Background: an optimization exercise with open tools, aiming at small area, a short achievable clock period and few clock cycles. Do not read the settings as production practice.
Where RTL was checked, it was by simulation tests only, not by an equivalence proof against the original.
Function not checked in runs 3 and 4: the RTL went through the layout flow alone.

[flow/run.sh]
#!/bin/bash
# synth_recipe.tcl (not shown) runs the flow's synth.tcl, then flattens the netlist and writes it again
# the make line also repeats each setting of config.mk as NAME=value (left out here)
make -C /OpenROAD-flow-scripts/flow DESIGN_CONFIG=/design/flow/config.mk WORK_HOME=/design/flow/orfs CLKGATE_MAP_FILE= SYNTH_SCRIPT=/design/flow/synth_recipe.tcl finish
[flow/constraint.sdc]
create_clock -name core_clock -period 5.5 [get_ports {cr_intf}]
set_input_delay 1.1000 -clock core_clock [delete_from_list [all_inputs] [get_ports {cr_intf}]]
set_output_delay 1.1000 -clock core_clock [all_outputs]
set_load 0.01 [all_outputs]
[flow/config.mk]
export PLATFORM = sky130hd
export DESIGN_NAME = euclid_top
export DESIGN_NICKNAME = euclid_top
export VERILOG_FILES = /design/flow/design.v
export SDC_FILE = /design/flow/constraint.sdc
export NUM_CORES = 4
export LEC_CHECK = 0
export ABC_AREA = 1
export CAP_MARGIN = 20
export CORE_MARGIN = 2
export CORE_UTILIZATION = 40
export SETUP_SLACK_MARGIN = 2.0
export SLEW_MARGIN = 20
[flow/design.v]
`default_nettype none
package euclid_pkg;
  localparam int X_W = 8;
  localparam int Y_W = 8;
endpackage
`default_nettype wire
`timescale 1ns/1ps
`default_nettype none
module euclid_top
(
  input  wire logic        cr_intf,
  input  wire logic        rst_n,
  input  wire logic        job_start,
  input  wire logic        job_shape,       
  input  wire logic [7:0]  job_p0_x,
  input  wire logic [7:0]  job_p0_y,
  input  wire logic [7:0]  job_p1_x,
  input  wire logic [7:0]  job_p1_y,
  input  wire logic [7:0]  job_p2_x,
  input  wire logic [7:0]  job_p2_y,
  input  wire logic [15:0] job_color,
  input  wire logic [2:0]  job_bzdepth,
  input  wire logic        pxl_ready,
  output logic             busy,
  output logic             job_done,
  output logic             pxl_valid,
  output logic [7:0]       pxl_x,
  output logic [7:0]       pxl_y,
  output logic [15:0]      pxl_color
);
  assign pxl_color = job_color;
  logic start_c;
  assign start_c = job_start & ~busy;
  logic [1:0] lp_c;
  always_comb
  begin
    case (job_bzdepth)
      3'd0, 3'd1: lp_c = 2'd0;
      3'd2:       lp_c = 2'd1;
      default:    lp_c = 2'd2;
    endcase
  end
  logic       g_act;
  logic [1:0] g_lvl;
  logic [1:0] g_e;
  logic       g_r1, g_r2;
  logic [7:0] ta_x, ta_y, tb_x, tb_y, tc_x, tc_y;
  logic [7:0] s0_x, s0_y, s1b_x, s1b_y, s1c_x, s1c_y;
  function automatic logic [7:0] mid(input logic [7:0] a, input logic [7:0] b);
    logic [8:0] s;
    s   = {1'b0, a} + {1'b0, b};
    mid = s[8:1];
  endfunction
  logic [7:0] m0_x, m0_y, m1_x, m1_y, m2_x, m2_y;
  assign m0_x = mid(ta_x, tb_x);
  assign m0_y = mid(ta_y, tb_y);
  assign m1_x = mid(tb_x, tc_x);
  assign m1_y = mid(tb_y, tc_y);
  assign m2_x = mid(m0_x, m1_x);
  assign m2_y = mid(m0_y, m1_y);
  logic       g_emit;        
  logic       g_pend;        
  logic       g_last;
  logic [7:0] g_ep_x, g_ep_y;
  logic       g_take;
  assign g_emit = g_act & (g_lvl == lp_c);
  assign g_pend = (lp_c != 2'd0 & ~g_r1) | (lp_c == 2'd2 & ~g_r2);
  assign g_last = (g_e == 2'd3) & ~g_pend;
  always_comb
  begin
    case (g_e)
      2'd0:    begin g_ep_x = m0_x; g_ep_y = m0_y; end
      2'd1:    begin g_ep_x = m2_x; g_ep_y = m2_y; end
      2'd2:    begin g_ep_x = m1_x; g_ep_y = m1_y; end
      default: begin g_ep_x = tc_x; g_ep_y = tc_y; end
    endcase
  end
  logic       ne_v, ne_last;
  logic [7:0] ne_x, ne_y;
  logic       ne_take;
  assign g_take = g_emit & (~ne_v | ne_take);
  logic [7:0] ps_x, ps_y;    
  logic [7:0] en_x, en_y;    
  logic [7:0] dx, dy;
  logic       sx, sy;
  logic signed [9:0] err;
  logic       cur_last;
  assign pxl_x = ps_x;
  assign pxl_y = ps_y;
  logic at_end, accept, line_free;
  assign at_end    = (ps_x == en_x) & (ps_y == en_y);
  assign accept    = pxl_valid & pxl_ready;
  assign job_done  = accept & at_end & cur_last;
  assign line_free = ~pxl_valid | (accept & at_end & ~cur_last);
  assign ne_take   = busy & line_free & ne_v;
  logic [8:0] ddx_a, ddx_b, ddy_a, ddy_b;
  logic [7:0] ndx, ndy;
  logic       nsx, nsy;
  assign ddx_a = {1'b0, ne_x} - {1'b0, en_x};
  assign ddx_b = {1'b0, en_x} - {1'b0, ne_x};
  assign ddy_a = {1'b0, ne_y} - {1'b0, en_y};
  assign ddy_b = {1'b0, en_y} - {1'b0, ne_y};
  assign nsx   = ~ddx_a[8];
  assign nsy   = ~ddy_a[8];
  assign ndx   = nsx ? ddx_a[7:0] : ddx_b[7:0];
  assign ndy   = nsy ? ddy_a[7:0] : ddy_b[7:0];
  logic signed [10:0] e2, dxs, dys, err_nx;
  logic step_x, step_y;
  assign e2     = {err, 1'b0};
  assign dxs    = {3'b000, dx};
  assign dys    = {3'b000, dy};
  assign step_x = (e2 > -dys);
  assign step_y = (e2 < dxs);
  assign err_nx = 11'(err) - (step_x ? dys : 11'sd0) + (step_y ? dxs : 11'sd0);
  always_ff @(posedge cr_intf or negedge rst_n)
  begin
    if (!rst_n)
    begin
      busy      <= 1'b0;
      pxl_valid <= 1'b0;
      ne_v      <= 1'b0;
      g_act     <= 1'b0;
    end
    else
    begin
      if (start_c)
      begin
        busy      <= 1'b1;
        pxl_valid <= 1'b0;
        ne_v      <= ~job_shape | (job_bzdepth == 3'd0);
        g_act     <= job_shape;
      end
      else
      begin
        if (job_done)
        begin
          busy      <= 1'b0;
          pxl_valid <= 1'b0;
        end
        else if (busy & line_free)
          pxl_valid <= ne_v;
        if (g_take)
          ne_v <= 1'b1;
        else if (ne_take)
          ne_v <= 1'b0;
        if (g_take & g_last)
          g_act <= 1'b0;
      end
    end
  end
  always_ff @(posedge cr_intf)
  begin
    if (start_c)
    begin
      ps_x     <= job_p0_x;
      ps_y     <= job_p0_y;
      en_x     <= job_p0_x;
      en_y     <= job_p0_y;
      ne_x     <= job_p1_x;
      ne_y     <= job_p1_y;
      ne_last  <= ~job_shape;
      ta_x     <= job_p0_x;
      ta_y     <= job_p0_y;
      tb_x     <= job_p1_x;
      tb_y     <= job_p1_y;
      tc_x     <= job_p2_x;
      tc_y     <= job_p2_y;
      g_lvl    <= 2'd0;
      g_e      <= (job_bzdepth == 3'd0) ? 2'd3 : 2'd0;
      g_r1     <= 1'b0;
      g_r2     <= 1'b0;
    end
    else
    begin
      if (g_act & ~g_emit)
      begin
        tb_x  <= m0_x;
        tb_y  <= m0_y;
        tc_x  <= m2_x;
        tc_y  <= m2_y;
        g_lvl <= g_lvl + 2'd1;
        if (g_lvl == 2'd0)
        begin
          s0_x <= m1_x;
          s0_y <= m1_y;
          g_r1 <= 1'b0;
        end
        else
        begin
          s1b_x <= m1_x;
          s1b_y <= m1_y;
          s1c_x <= tc_x;
          s1c_y <= tc_y;
          g_r2  <= 1'b0;
        end
      end
      else if (g_take)
      begin
        g_e <= g_e + 2'd1;
        if (g_e == 2'd3)
        begin
          ta_x <= tc_x;
          ta_y <= tc_y;
          if (lp_c == 2'd2 && !g_r2)
          begin
            tb_x <= s1b_x;
            tb_y <= s1b_y;
            tc_x <= s1c_x;
            tc_y <= s1c_y;
            g_r2 <= 1'b1;
          end
          else
          begin
            tb_x  <= s0_x;
            tb_y  <= s0_y;
            tc_x  <= job_p2_x;
            tc_y  <= job_p2_y;
            g_r1  <= 1'b1;
            g_r2  <= 1'b0;
            g_lvl <= 2'd1;
          end
        end
      end
      if (g_take)
      begin
        ne_x    <= g_ep_x;
        ne_y    <= g_ep_y;
        ne_last <= g_last;
      end
      if (ne_take)
      begin
        en_x     <= ne_x;
        en_y     <= ne_y;
        dx       <= ndx;
        dy       <= ndy;
        sx       <= nsx;
        sy       <= nsy;
        err      <= $signed({2'b00, ndx}) - $signed({2'b00, ndy});
        cur_last <= ne_last;
      end
      else if (accept & ~at_end)
      begin
        err <= err_nx[9:0];
        if (step_x)
          ps_x <= sx ? ps_x + 8'd1 : ps_x - 8'd1;
        if (step_y)
          ps_y <= sy ? ps_y + 8'd1 : ps_y - 8'd1;
      end
    end
  end
endmodule
`default_nettype wire
==> results.yml, run 1 <==
floorplan:
  ios: 107
  placementRows: 66
  die_x_um: 185.3
  die_area_mm2: 0.03433
  core-area_mm2: 0.03245
  start_util_pct: 40.50
  die_h_um: 185.3
yosys:
  synth.avg_cell_area_um2: 8.851
  synth_compound_area_share_pct: 13.81
  synth_ff_type: "edfxtp_1"
  netlist_instances: 1485
  yosys_warnings: 1
  synthAdderAreaFrac_pct: 15.19
  synth_area_leaders: "edfxtp_1 (40%), ha_1 (12%), nand2_1 (10%)"
  async_reset_ff_share_pct: 2.174
  synth_xor_area_share_pct: 4.312
  syn_nets: 1704
  synth_top_area_share_pct: 40.21
  yosysSeqAreaShare_pct: 41.58
  synth-simple-area-share_pct: 16.41
  synth-seq-cells: 184
  synth_area_leader_cell: "edfxtp_1"
  yosysMostFrequentCell: "nand2_1"
  syn_area_mm2: 0.01314
  synth_edf_count: 176
  synth.distinct_cells: 56
  synth.area.mux_share_pct: 0.1523
  synth_common_cells: "nand2_1 (349), inv_1 (208), edfxtp_1 (176)"
  synth_top_family_by_area: "simple AND/OR/NAND/NOR gates"
timing:
  fin_crit_ps: 4610
  slew_headroom_pct: 32.12
  hold_viol_final: 0
  setup-violations-final: 0
  rsz0062_at_grt: "true"
  fin_skew_ps: 10.14
  post-route-period-util_pct: 83.81
  final_max_slew_viol_count: 0
  max_freq_ghz: 0.2169
  worst_slew_pin_slew_ps: 1016
  setup_tns_ps: 0
clock_network:
  cts_tree: "yes"
  htreeDepth: 4
  cts_buffers: 17
  cts_root_buf: "clkbuf_16"
  clock_sinks: 184
  hold_buffers: 0
  clock_latency_ps: 440
  cts.reportedPaths.clkPinSlew_ps: 70
  max-clock-path-buffers: 2
min_path:
  hold_class: "flop to flop"
  holdPathStages: 0
routing:
  wl_per_cell_um: 17.60
  wirelength_mm: 35.78
  num_vias: 10490
  first_iter_violations: 739
  ant_nets: 0
  firstDrtPassIters: 5
  vias_per_cell: 5.160
  drc_errors: 0
place:
  dpl.hpwl_mm: 25.29
  routabilityCongestion: 0.8517
  portBuffers: 74
layout:
  finalNetCount: 1797
  diodes: 0
  regMostFlops: "err"
  area_growth_pct: 17.62
  largest_reg_flops: 10
  drive_gt1_share_pct: 11.50
  final.fill_count: 3023
critical_path:
  critical_path_class: "flop to flop"
  worst_setup_path_start_kind: "flop"
  cp.arrival_ps: 4800
  crit_path_max_incr_delay_ps: 490
  required_ps: 5690
  crit_top_cell: "buf_4"
  cp_max_fo: 5
  reg2reg_depth: 29
  crit_slowest_cell: "fa_1"
  endpoint_kind: "flop"
global_routing:
  grt_pass1_vias: 10230
  antenna_found_initial: 0
  grt_overflow: 0
  grt_pass1_wl_mm: 55.08
  grt_max_degree: 51
  grt_usage_pct: 21.04
run:
  maxCapViolations: 0
status:
  outcome: "finished clean"
-- critical path, delay by kind of cell, from the launching register on --
| family | cells | cell delay [ps] |
|---|---|---|
| compound gates | 5 | 620 |
| fa+ha+maj | 3 | 1040 |
| buf+inv | 11 | 1340 |
| flops | 1 | 400 |
| simple gates | 10 | 950 |
-- worst paths after layout --
path	start	to	slack [ps]
max	dy[2]	err[4]	890
min	ne_last	cur_last	420
max reg2reg	dy[2]	err[4]	890
min reg2reg	ne_last	cur_last	420
max in group asynchronous	rst_n	ne_v	4360
min in group asynchronous	rst_n	pxl_valid	910
-- timing repair --
action | in CTS | in global routing
pin swaps | 14 | 20
gates resized for setup | 12 | 35
buffers inserted | 25 | 15
gates cloned | 1 | 0
endpoints found under the setup margin | 12 | 34
-- metrics by stage --
stage	hold slack, ps	cells	setup WS, ps	area [µm²]	utilization [%]
2_1_floorplan	400.3	1485	1277	13250	-
3_3_place_gp	403.5	1959	918.3	14340	44.18
3_5_place_dp	409.3	1959	789.6	14340	44.18
4_1_cts	425.7	2017	1056	15170	46.74
5_1_grt	445.0	2033	611.3	15460	47.64
6_report	423.2	2033	890.2	15460	47.64
-- logic make-up after synthesis --
| family | after synthesis |
|---|---|
| xor+xnor | 63 |
| flops | 184 |
| simple gates | 523 |
| buf+inv | 269 |
| compound gates | 297 |
| fa+ha+maj | 147 |
| mux | 2 |
-- cell usage in the layout (no fill, tap or decap), types with 4 or more instances in the layout --
cell type	n
a21oi_1	73
a21oi_2	6
a22o_1	5
a22oi_1	22
a31oi_1	8
buf_4	50
clkbuf_16	17
clkdlybuf4s50_1	73
dfrtp_1	4
dfxtp_1	4
edfxtp_1	176
fa_1	20
ha_1	120
ha_4	6
inv_1	200
inv_2	13
nand2_1	346
nand2_2	9
nand3_1	47
nand3_2	6
nand4_1	10
nor2_1	69
nor2_2	9
nor2_4	4
nor3_1	4
nor3_2	4
o2111ai_1	5
o211ai_1	14
o21ai_0	93
o21ai_1	15
o21ai_2	13
o221ai_1	11
o31ai_1	4
or2_2	7
xnor2_1	13
xor2_1	43
xor2_2	7
-- area by class of cell --
cell class	instances	area, µm²	share of cell area, %
repair buffers	126	1154	7.462
flip-flops and latches	184	5465	35.35
multi-input cells	1033	6879	44.50
clock buffers	23	478.0	3.092
well taps	442	553.0	3.577
inverters	216	815.8	5.277
clock inverters	9	115.1	0.7446
-- per-layer routing --
layer | vias up | share of wire (%) | wire length (µm) | GRT usage, %
met5 | - | 0 | 0 | 0
met4 | 0 | 2.1 | 763 | 6.000
met3 | 49 | 3.8 | 1365 | 3.067
met2 | 252 | 48 | 17340 | 36.10
met1 | 4999 | 46 | 16300 | 27.56
li1 | 5190 | - | - | -
Testbench counts, summed over its fixed seeds: cycles 67,302.
==> run 2: changes to the inputs <==
--- a/flow/config.mk
+++ b/flow/config.mk
@@ -7,3 +7,2 @@
 export LEC_CHECK = 0
-export ABC_AREA = 1
 export CAP_MARGIN = 20
@@ -11,3 +10,2 @@
 export CORE_UTILIZATION = 40
-export SETUP_SLACK_MARGIN = 2.0
 export SLEW_MARGIN = 20
==> results.yml, run 2 <==
timing:
  slew_headroom_pct: 31.14
  setup_tns_ps: 0
  rsz0062_at_grt: "false"
  setup-violations-final: 0
  fin_skew_ps: 17.16
  hold_viol_final: 0
  worst_slew_pin_slew_ps: 1033
  max_freq_ghz: 0.1973
  final_max_slew_viol_count: 0
  post-route-period-util_pct: 92.14
  fin_crit_ps: 5068
global_routing:
  grt_overflow: 0
  grt_pass1_vias: 10270
  grt_usage_pct: 20.66
  grt_max_degree: 102
  antenna_found_initial: 0
  grt_pass1_wl_mm: 56.74
place:
  routabilityCongestion: 0.8994
  portBuffers: 74
  dpl.hpwl_mm: 26.33
critical_path:
  crit_end: "err[9]"
  cp_top_family: "compound AO/OA/AOI/OAI gates"
  cp.arrival_ps: 5250
  endpoint_kind: "flop"
  crit_chain: "nor2_1, nand2_1, or4_1, xnor2_1, ha_1, nand4_1, o41ai_1, o22ai_1, and2_1, fa_1, inv_1, ha_1, a21o_1, a21oi_1, nor2b_1, o21a_1, o41ai_1, and4b_1, o31ai_1"
  worst_setup_path_start_kind: "flop"
  cp.depth: 19
  crit_start: "dy[2]"
  cp_max_fo: 4
  timing.rr.start: "dy[2]"
  worstReg2RegEnd: "err[9]"
  crit_path_max_incr_delay_ps: 560
  crit_slowest_cell: "fa_1"
  r2r_setup_slack_ps: 430
  reg2reg_depth: 19
  required_ps: 5690
  critical_path_class: "flop to flop"
  crit_buf_inv: 1
run:
  maxCapViolations: 0
layout:
  finalNetCount: 1650
  diodes: 0
  regMostFlops: "err"
  drive_gt1_share_pct: 5.332
  area_growth_pct: 13.34
  final_cell_mix: "edfxtp_1 (176), nand2_1 (156), ha_1 (126), inv_1 (125), o21ai_0 (120)"
  layout_commonest_cell: "edfxtp_1"
  final.fill_count: 3123
  largest_reg_flops: 10
clock_network:
  cts_buffers: 17
  cts.reportedPaths.clkPinSlew_ps: 80
  clock_latency_ps: 440
  cts_root_buf: "clkbuf_16"
  htreeDepth: 4
  post_cts_buffers: 0
  cts_tree: "yes"
  cts_resized: 0
  max-clock-path-buffers: 2
  hold_buffers: 0
  clock_sinks: 184
yosys:
  synth_area_leaders: "edfxtp_1 (40%), ha_1 (12%), o21ai_0 (4.5%)"
  netlist_instances: 1381
  synth.distinct_cells: 77
  syn_area_mm2: 0.01336
  yosysMostFrequentCell: "edfxtp_1"
  syn_nets: 1600
  synth_common_cells: "edfxtp_1 (176), nand2_1 (157), ha_1 (126)"
  synth-seq-cells: 184
  async_reset_ff_share_pct: 2.174
  synth_top_area_share_pct: 39.55
  synth_area_leader_cell: "edfxtp_1"
  yosys_warnings: 1
  synth_ff_type: "edfxtp_1"
  synth_edf_count: 176
  yosysSeqAreaShare_pct: 40.90
  synth.avg_cell_area_um2: 9.676
min_path:
  hold_class: "flop to flop"
  worst_hold_startpoint: "ne_last"
routing:
  wirelength_mm: 35.75
  vias_per_cell: 5.565
  firstDrtPassIters: 5
  wl_per_cell_um: 18.95
  drc_errors: 0
  ant_nets: 0
  num_vias: 10500
  first_iter_violations: 724
floorplan:
  placementRows: 66
  die_area_mm2: 0.03488
  die_x_um: 186.8
  ios: 107
  core-area_mm2: 0.03270
  die_h_um: 186.8
  start_util_pct: 40.86
status:
  outcome: "finished clean"
-- run 2: cell types whose count changed after synthesis, moves of 12 or more --
cell,delta
a21o_1,+21
clkbuf_1,+19
a22oi_1,-16
nor2b_1,+21
nand2_1,-192
o21a_1,+24
or3_1,+13
xnor2_1,+30
mux2i_1,+12
o21ai_0,+19
inv_1,-83
nand3_1,-27
-- run 2: layout make-up --
| type | count | area (µm²) | share of cell area [%] |
|---|---|---|---|
| clock buffer | 18 | 429.2 | 2.834 |
| clock inverter | 14 | 185.2 | 1.223 |
| inverter | 126 | 473.0 | 3.123 |
| multi-input combinational | 1011 | 7147 | 47.19 |
| sequential | 184 | 5465 | 36.08 |
| tap | 442 | 553.0 | 3.651 |
| timing repair buffer | 91 | 893.4 | 5.898 |
-- run 2: cell families (layout without fill, tap and decap cells) --
family,after synthesis,in the layout,synth area share (%)
AOI/OAI and AO/OA,375,375,17.78
muxes,20,20,1.582
DFF,184,184,40.90
xor gates and xnor gates,85,85,5.571
buffers and inverters,186,249,5.749
and+or+nand+nor,384,384,13.47
adders and majority gates,147,147,14.94
-- run 2: layer usage --
layer,GRT usage [%],part of all wire [%]
met5,0,0
met4,6.471,2.3
met3,2.727,4.8
met2,34.14,47
met1,28.21,46
-- run 2: how the worst min path moves through the flow --
stage	endpoint	slack, ps	cells past startpoint
3_3_place_gp	cur_last	430	0
5_1_grt	cur_last	460	0
2_1_floorplan	cur_last	400	0
3_5_place_dp	cur_last	430	0
4_1_cts	cur_last	450	0
6_report	cur_last	450	0
-- run 2: worst reg2reg max path, stage by stage (launching register included) --
cell      delay (ps)
edfxtp_1         430
nor2_1           210
nand2_1          130
or4_1            470
xnor2_1          160
ha_1             290
nand4_1          110
o41ai_1          320
o22ai_1          130
and2_1           210
fa_1             560
inv_1             60
ha_1             280
a21o_1           180
a21oi_1          190
nor2b_1           80
o21a_1           190
o41ai_1          490
and4b_1          260
o31ai_1           70
-- run 2: through the flow --
step	instances	worst slack (ps)	utilization (%)	cell area [µm²]	hold slack, ps
floorplan	1381	751.1	-	13360	400.3
global placement	1854	511.8	44.44	14530	429.9
detailed placement	1854	413.5	44.44	14530	429.6
CTS	1886	408.3	46.32	15150	447.7
global route	1886	21.39	46.32	15150	456.7
finish	1886	432.3	46.32	15150	447.3
==> run 3: changes to the inputs <==
--- a/flow/design.v
+++ b/flow/design.v
@@ -33,3 +33,3 @@
   assign start_c = job_start & ~busy;
-  logic [1:0] lp_c;
+  logic [1:0] lp_in, lp_c;
   always_comb
@@ -37,5 +37,5 @@
     case (job_bzdepth)
-      3'd0, 3'd1: lp_c = 2'd0;
-      3'd2:       lp_c = 2'd1;
-      default:    lp_c = 2'd2;
+      3'd0, 3'd1: lp_in = 2'd0;
+      3'd2:       lp_in = 2'd1;
+      default:    lp_in = 2'd2;
     endcase
@@ -58,4 +58,11 @@
   assign m1_y = mid(tb_y, tc_y);
-  assign m2_x = mid(m0_x, m1_x);
-  assign m2_y = mid(m0_y, m1_y);
+  function automatic logic [7:0] mid2(input logic [7:0] a, input logic [7:0] b,
+                                      input logic [7:0] c);
+    logic [9:0] s;
+    s    = {2'b00, a} + {1'b0, b, 1'b0} + {2'b00, c}
+           - {9'd0, a[0] ^ b[0]} - {9'd0, b[0] ^ c[0]};
+    mid2 = s[9:2];
+  endfunction
+  assign m2_x = mid2(ta_x, tb_x, tc_x);
+  assign m2_y = mid2(ta_y, tb_y, tc_y);
   logic       g_emit;        
@@ -86,7 +93,9 @@
   logic signed [9:0] err;
+  logic signed [9:0] kk;     
+  logic       first;         
   logic       cur_last;
+  logic       at_end;        
   assign pxl_x = ps_x;
   assign pxl_y = ps_y;
-  logic at_end, accept, line_free;
-  assign at_end    = (ps_x == en_x) & (ps_y == en_y);
+  logic accept, line_free;
   assign accept    = pxl_valid & pxl_ready;
@@ -98,18 +107,39 @@
   logic       nsx, nsy;
-  assign ddx_a = {1'b0, ne_x} - {1'b0, en_x};
-  assign ddx_b = {1'b0, en_x} - {1'b0, ne_x};
-  assign ddy_a = {1'b0, ne_y} - {1'b0, en_y};
-  assign ddy_b = {1'b0, en_y} - {1'b0, ne_y};
+  assign ddx_a = {1'b0, ne_x} - {1'b0, ps_x};
+  assign ddx_b = {1'b0, ps_x} - {1'b0, ne_x};
+  assign ddy_a = {1'b0, ne_y} - {1'b0, ps_y};
+  assign ddy_b = {1'b0, ps_y} - {1'b0, ne_y};
   assign nsx   = ~ddx_a[8];
   assign nsy   = ~ddy_a[8];
-  assign ndx   = nsx ? ddx_a[7:0] : ddx_b[7:0];
-  assign ndy   = nsy ? ddy_a[7:0] : ddy_b[7:0];
-  logic signed [10:0] e2, dxs, dys, err_nx;
+  assign ndx   = ({8{nsx}} & ddx_a[7:0]) | ({8{~nsx}} & ddx_b[7:0]);
+  assign ndy   = ({8{nsy}} & ddy_a[7:0]) | ({8{~nsy}} & ddy_b[7:0]);
+  logic signed [10:0] sdx, sdy, serr, skk;
+  logic signed [10:0] t1, t2, t3, t4, t5;
   logic step_x, step_y;
-  assign e2     = {err, 1'b0};
-  assign dxs    = {3'b000, dx};
-  assign dys    = {3'b000, dy};
-  assign step_x = (e2 > -dys);
-  assign step_y = (e2 < dxs);
-  assign err_nx = 11'(err) - (step_x ? dys : 11'sd0) + (step_y ? dxs : 11'sd0);
+  logic signed [9:0] err_nx;
+  assign sdx  = $signed({3'b000, dx});
+  assign sdy  = $signed({3'b000, dy});
+  assign serr = 11'(err);
+  assign skk  = 11'(kk);
+  assign t1   = (first ? (sdx <<< 1) : (serr <<< 1)) + (first ? -sdy : sdy);
+  assign t2   = sdx - (first ? (sdy <<< 1) : (serr <<< 1));
+  assign t3   = serr - sdy;
+  assign t4   = serr + sdx;
+  assign t5   = (first ? sdx : serr) + (first ? -sdy : skk);
+  assign step_x = ~t1[10] & (t1 != 11'sd0);
+  assign step_y = first ? t2[10] : (~t2[10] & (t2 != 11'sd0));
+  assign err_nx = ({10{ first &  step_x &  step_y}} & {t5[8:0], 1'b0}) |
+                  ({10{ first &  step_x & ~step_y}} & t2[9:0]) |
+                  ({10{ first & ~step_x}}           & t1[9:0]) |
+                  ({10{~first &  step_x &  step_y}} & t5[9:0]) |
+                  ({10{~first &  step_x & ~step_y}} & t3[9:0]) |
+                  ({10{~first & ~step_x}}           & t4[9:0]);
+  logic [7:0] xm, ym, nx_x, nx_y;
+  logic       eq_x, eq_y;
+  assign xm   = sx ? ps_x + 8'd1 : ps_x - 8'd1;
+  assign ym   = sy ? ps_y + 8'd1 : ps_y - 8'd1;
+  assign nx_x = step_x ? xm : ps_x;
+  assign nx_y = step_y ? ym : ps_y;
+  assign eq_x = step_x ? (xm == en_x) : (ps_x == en_x);
+  assign eq_y = step_y ? (ym == en_y) : (ps_y == en_y);
   always_ff @(posedge cr_intf or negedge rst_n)
@@ -156,4 +186,2 @@
       ps_y     <= job_p0_y;
-      en_x     <= job_p0_x;
-      en_y     <= job_p0_y;
       ne_x     <= job_p1_x;
@@ -168,2 +196,3 @@
       g_lvl    <= 2'd0;
+      lp_c     <= lp_in;
       g_e      <= (job_bzdepth == 3'd0) ? 2'd3 : 2'd0;
@@ -237,4 +266,5 @@
         sy       <= nsy;
-        err      <= $signed({2'b00, ndx}) - $signed({2'b00, ndy});
+        first    <= 1'b1;
         cur_last <= ne_last;
+        at_end   <= (ne_x == ps_x) & (ne_y == ps_y);
       end
@@ -242,7 +272,9 @@
       begin
-        err <= err_nx[9:0];
-        if (step_x)
-          ps_x <= sx ? ps_x + 8'd1 : ps_x - 8'd1;
-        if (step_y)
-          ps_y <= sy ? ps_y + 8'd1 : ps_y - 8'd1;
+        err    <= err_nx;
+        first  <= 1'b0;
+        if (first)
+          kk <= t5[9:0];
+        ps_x   <= nx_x;
+        ps_y   <= nx_y;
+        at_end <= eq_x & eq_y;
       end
==> results.yml, run 3 <==
status:
  outcome: "finished clean"
critical_path:
  worstReg2RegEnd: "at_end"
  r2r_setup_slack_ps: 870
  crit_chain: "nor3_1, nand2b_1, xnor2_1, ha_1, a211oi_1, nor2_1, o311ai_0, nor3_1, and4_1, nor2_4, o21ai_0, o2111a_1, a32o_1"
  critical_path_class: "flop to flop"
  crit_top_cell: "nor3_1"
  cp_top_family: "simple AND/OR/NAND/NOR gates"
  crit_end: "at_end"
  cp.depth: 13
  endpoint_kind: "flop"
  required_ps: 5720
  timing.rr.start: "dy[0]"
  crit_path_max_incr_delay_ps: 560
  reg2reg_depth: 13
  cp_max_fo: 19
  worst_setup_path_start_kind: "flop"
  crit_start: "dy[0]"
  crit_buf_inv: 0
  cp.arrival_ps: 4850
  crit_slowest_cell: "nor3_1"
routing:
  wl_met2_mm: 20.85
  wirelength_mm: 43.13
  vias_per_cell: 5.584
  met1_length_mm: 18.67
  ant_nets: 0
  wl_met3_mm: 2.371
  wl_per_cell_um: 19.80
  first_iter_violations: 913
  drc_errors: 0
  firstDrtPassIters: 5
  num_vias: 12160
  routed.top_layer: "met4"
yosys:
  synth_area_leader_cell: "edfxtp_1"
  syn_nets: 1847
  synth_edf_count: 190
  synth_common_cells: "edfxtp_1 (190), inv_1 (171), ha_1 (151)"
  synth_ff_type: "edfxtp_1"
  synth-seq-cells: 198
  synth.avg_cell_area_um2: 9.774
  yosys_warnings: 1
  netlist_instances: 1591
  yosysSeqAreaShare_pct: 37.85
  synth.distinct_cells: 81
  syn_area_mm2: 0.01555
  synth_top_area_share_pct: 36.69
  async_reset_ff_share_pct: 2.020
  yosysMostFrequentCell: "edfxtp_1"
  synth_area_leaders: "edfxtp_1 (37%), ha_1 (12%), xnor2_1 (4.6%)"
floorplan:
  die_h_um: 201.2
  ios: 107
  die_x_um: 201.2
  start_util_pct: 40.42
  die_area_mm2: 0.04047
  core-area_mm2: 0.03847
  placementRows: 72
clock_network:
  cts_tree: "yes"
  htreeDepth: 4
  cts_resized: 0
  post_cts_buffers: 0
  clock_sinks: 198
  hold_buffers: 0
  max-clock-path-buffers: 2
  cts_buffers: 17
  cts_root_buf: "clkbuf_16"
  clock_latency_ps: 470
  cts.reportedPaths.clkPinSlew_ps: 80
timing:
  setup_tns_ps: 0
  post-route-period-util_pct: 84.14
  final_max_slew_viol_count: 0
  worst_slew_pin_slew_ps: 1001
  rsz0062_at_grt: "false"
  slew_headroom_pct: 33.29
  hold_viol_final: 0
  fin_crit_ps: 4628
  fin_hold_ws_ps: 426.8
  max_freq_ghz: 0.2161
  setup-violations-final: 0
  fin_skew_ps: 14.71
global_routing:
  grt_pass1_vias: 12360
  grt_overflow: 0
  antenna_found_initial: 0
  grt_pass1_wl_mm: 68.36
  grt_max_degree: 38
  grt_usage_pct: 21.81
layout:
  final-seq-area_mm2: 0.005886
  area_growth_pct: 12.29
  drive_gt1_share_pct: 6.506
  multiInputGateArea_mm2: 0.008736
  top_regs: "err (10), kk (10)"
  finalNetCount: 1903
  final.fill_count: 3712
  diodes: 0
  layout_commonest_cell: "edfxtp_1"
  final_cell_mix: "edfxtp_1 (190), inv_1 (170), ha_1 (151), nand2_1 (124), a21oi_1 (123)"
  post-route-util_pct: 45.39
run:
  maxCapViolations: 0
place:
  dpl.hpwl_mm: 32.52
  portBuffers: 74
  routabilityCongestion: 0.8800
min_path:
  hold_class: "flop to flop"
[run 3: final cells by class]
class | count | share of cell area (%)
inverter | 171 | 3.676
clock inverter | 14 | 0.9387
timing repair buffer | 100 | 5.475
sequential | 198 | 33.71
clock buffer | 18 | 2.458
tap | 518 | 3.712
multi-input combinational | 1159 | 50.03
[run 3: how the worst min path moves through the flow]
| stage | to | from | cells after the start | slack, ps |
|---|---|---|---|---|
| after floorplan | cur_last | ne_last | 0 | 400 |
| after global placement | cur_last | ne_last | 0 | 400 |
| after detailed placement | cur_last | ne_last | 0 | 410 |
| after CTS | cur_last | ne_last | 0 | 430 |
| after global routing | cur_last | ne_last | 0 | 440 |
| final | cur_last | ne_last | 0 | 430 |
[run 3: through the flow]
stage	area, µm²	instances	setup WS [ps]
after floorplan	15550	1591	578.5
after global placement	16840	2145	1126
after detailed placement	16840	2145	923.9
after CTS	17430	2177	888.6
after global routing	17460	2178	441.0
final	17460	2178	872.1
[run 3: cell families after synthesis]
family	Yosys count	synth area share [%]
muxes	62	4.587
DFF	198	37.85
buffers and inverters	234	6.196
AOI/OAI and AO/OA	439	18.05
xor gates and xnor gates	117	6.590
and+or+nand+nor	357	10.33
adders and majority gates	184	16.40
[run 3: layer usage]
layer / GRT usage, % / up-vias
met4: 8.280 / 0
met2: 36.80 / 394
met5: 0 / -
met3: 3.709 / 70
met1: 28.03 / 5865
li1: - / 5833
[run 3: worst register-to-register path, delay by kind of cell, from the launching register on]
family | cells | cell delay (ps)
AOI/OAI and AO/OA | 5 | 1610
xor gates and xnor gates | 1 | 80
adders and majority gates | 1 | 360
DFF | 1 | 500
and+or+nand+nor | 6 | 1850
==> run 4: changes to the inputs <==
--- a/flow/config.mk
+++ b/flow/config.mk
@@ -10,2 +10,3 @@
 export CORE_UTILIZATION = 40
+export SETUP_SLACK_MARGIN = 2.5
 export SLEW_MARGIN = 20
==> results.yml, run 4 <==
status:
  outcome: "finished clean"
timing:
  setup-violations-final: 0
  post-route-period-util_pct: 73.73
  fin_crit_ps: 4055
  setup_ws_ps: 1445
  setup_tns_ps: 0
  slew_headroom_pct: 25.20
  hold_viol_final: 0
  rsz0062_at_grt: "true"
  fin_skew_ps: 12.92
  final_max_slew_viol_count: 0
  max_freq_ghz: 0.2466
  worst_slew_pin_slew_ps: 1119
routing:
  vias_per_cell: 5.590
  drc_errors: 0
  num_vias: 12830
  wl_per_cell_um: 20.45
  first_iter_violations: 1015
  firstDrtPassIters: 8
  wirelength_mm: 46.93
  ant_nets: 0
critical_path:
  cp_max_fo: 4
  timing.rr.start: "tb_x[0]"
  cp.arrival_ps: 4300
  r2r_setup_slack_ps: 1440
  required_ps: 5750
  critical_path_class: "flop to flop"
  endpoint_kind: "flop"
  crit_start: "tb_x[0]"
  worst_setup_path_start_kind: "flop"
clock_network:
  clock_latency_ps: 460
  cts_tree: "yes"
  cts.reportedPaths.clkPinSlew_ps: 80
  cts_buffers: 17
  max-clock-path-buffers: 2
  cts_root_buf: "clkbuf_16"
  clock_sinks: 198
  htreeDepth: 4
place:
  place_ws_ps: 993.2
  routabilityCongestion: 0.9295
  portBuffers: 74
  dpl.hpwl_mm: 32.30
yosys:
  async_reset_ff_share_pct: 2.020
  synth_edf_count: 190
  synth_top_area_share_pct: 36.69
  synth-seq-cells: 198
  synth.distinct_cells: 81
  syn_nets: 1847
  netlist_instances: 1591
  synth_ff_type: "edfxtp_1"
  yosysMostFrequentCell: "edfxtp_1"
  yosys_warnings: 1
  syn_area_mm2: 0.01555
  synth_area_leader_cell: "edfxtp_1"
  synth_common_cells: "edfxtp_1 (190), inv_1 (171), ha_1 (151)"
  synth_area_leaders: "edfxtp_1 (37%), ha_1 (12%), xnor2_1 (4.6%)"
  synth.avg_cell_area_um2: 9.774
  yosysSeqAreaShare_pct: 37.85
global_routing:
  antenna_found_initial: 0
  grt_usage_pct: 22.91
  grt_max_degree: 60
  grt_overflow: 0
  grt_pass1_wl_mm: 72.35
  grt_pass1_vias: 12790
min_path:
  worst_hold_startpoint: "ne_last"
  hold_class: "flop to flop"
floorplan:
  placementRows: 72
  start_util_pct: 40.42
  core-area_mm2: 0.03847
  die_x_um: 201.2
  die_area_mm2: 0.04047
  ios: 107
  die_h_um: 201.2
layout:
  drive_gt1_share_pct: 23.07
  final_cell_mix: "edfxtp_1 (190), inv_1 (162), ha_1 (129), nand2_1 (112), nor2_1 (109)"
  layout_commonest_cell: "edfxtp_1"
  diodes: 0
  finalNetCount: 2020
  area_growth_pct: 27.73
  top_regs: "err (10), kk (10)"
run:
  maxCapViolations: 0
[run 4: metal layers]
layer / vias to the layer above / track usage [%] / routed length, µm
li1: 6071 / - / -
met1: 6264 / 30.03 / 20310
met2: 415 / 39.40 / 23120
met3: 79 / 2.802 / 2159
met4: 0 / 7.407 / 1345
met5: - / 0 / 0
[run 4: final timing paths]
path                       cells after the start        to
max                                           17   ne_x[7]
min                                            0  cur_last
max reg2reg                                   17   ne_x[7]
min reg2reg                                    0  cur_last
max in group asynchronous                      1      ne_v
min in group asynchronous                      1     g_act
[run 4: cells by family (layout without fill, tap and decap cells)]
group	after synthesis	count (layout)	share of synthesized area (%)
compound gates	439	441	18.05
simple gates	357	359	10.33
buf+inv	234	416	6.196
flops	198	198	37.85
fa+ha+maj	184	184	16.40
xor+xnor	117	117	6.590
mux	62	62	4.587
[run 4: area by class of cell]
cell class	instances	area [µm²]
fill	3474	18610
inverter	171	644.4
clock buffer	22	474.2
multi-input combinational	1163	10100
clock inverter	10	85.08
timing repair buffer	213	2024
sequential	198	5886
tap	518	648.1
[run 4: worst max-delay path: stages, from the launching register on]
cell	delay, ps
edfxtp_1	510
inv_2	120
ha_4	210
xnor2_4	130
xnor2_2	140
fa_2	340
fa_2	550
nor3_2	50
fa_2	340
a21o_1	180
a21oi_2	180
o21bai_2	90
a21oi_2	170
o21bai_1	110
a21oi_2	210
xnor2_2	150
o2111ai_2	140
o211ai_1	210
[run 4: stage by stage]
stage	instance area [µm²]	utilization, %	std cells	hold WS (ps)
after floorplan	15870	-	1591	400.3
after global placement	17000	44.20	2134	405.8
after detailed placement	17010	44.22	2134	418.6
after CTS	19080	49.61	2258	433.4
after global routing	19860	51.63	2295	441.3
final	19860	51.63	2295	426.5
[run 4: repair_timing]
item,CTS,global route
endpoints found under the setup margin,153,113
pin swaps,78,80
resized for setup,152,100
hold endpoints to repair,0,0
buffers inserted,85,36
cloned,7,0
hold buffers,0,0

separate check: timing with driven ports:
The results above use ideal ports. As a check the final layouts listed here were re-extracted and re-timed, cells and wires unchanged.
Step 1: set_driving_cell puts a clkbuf_16 on cr_intf and a buf_2 on each other input, an assumption about the parent block.
Step 2 moves the port delays by t, midway between the first and last clock arrival at a register: inputs arrive t later, outputs are due t later. That takes back most of the time a late clock gives input paths.
Three values: no drivers, after step 1, after step 2; two values: the first two.
run | t (ns) | setup slack, ns | worst setup path after step 2 | clock arrival spread, ns | cell pins on the clock port's net
run 1 | 0.484 | 0.890 / 0.890 / 0.890 | register to register | 0.010 / 0.010 | 1
run 2 | 0.488 | 0.432 / 0.432 / 0.432 | register to register | 0.017 / 0.017 | 1
run 3 | 0.513 | 0.872 / 0.872 / 0.872 | register to register | 0.016 / 0.016 | 1
run 4 | 0.504 | 1.445 / 1.445 / 1.445 | register to register | 0.013 / 0.013 | 1
After both steps setup and hold are still met in every run listed.
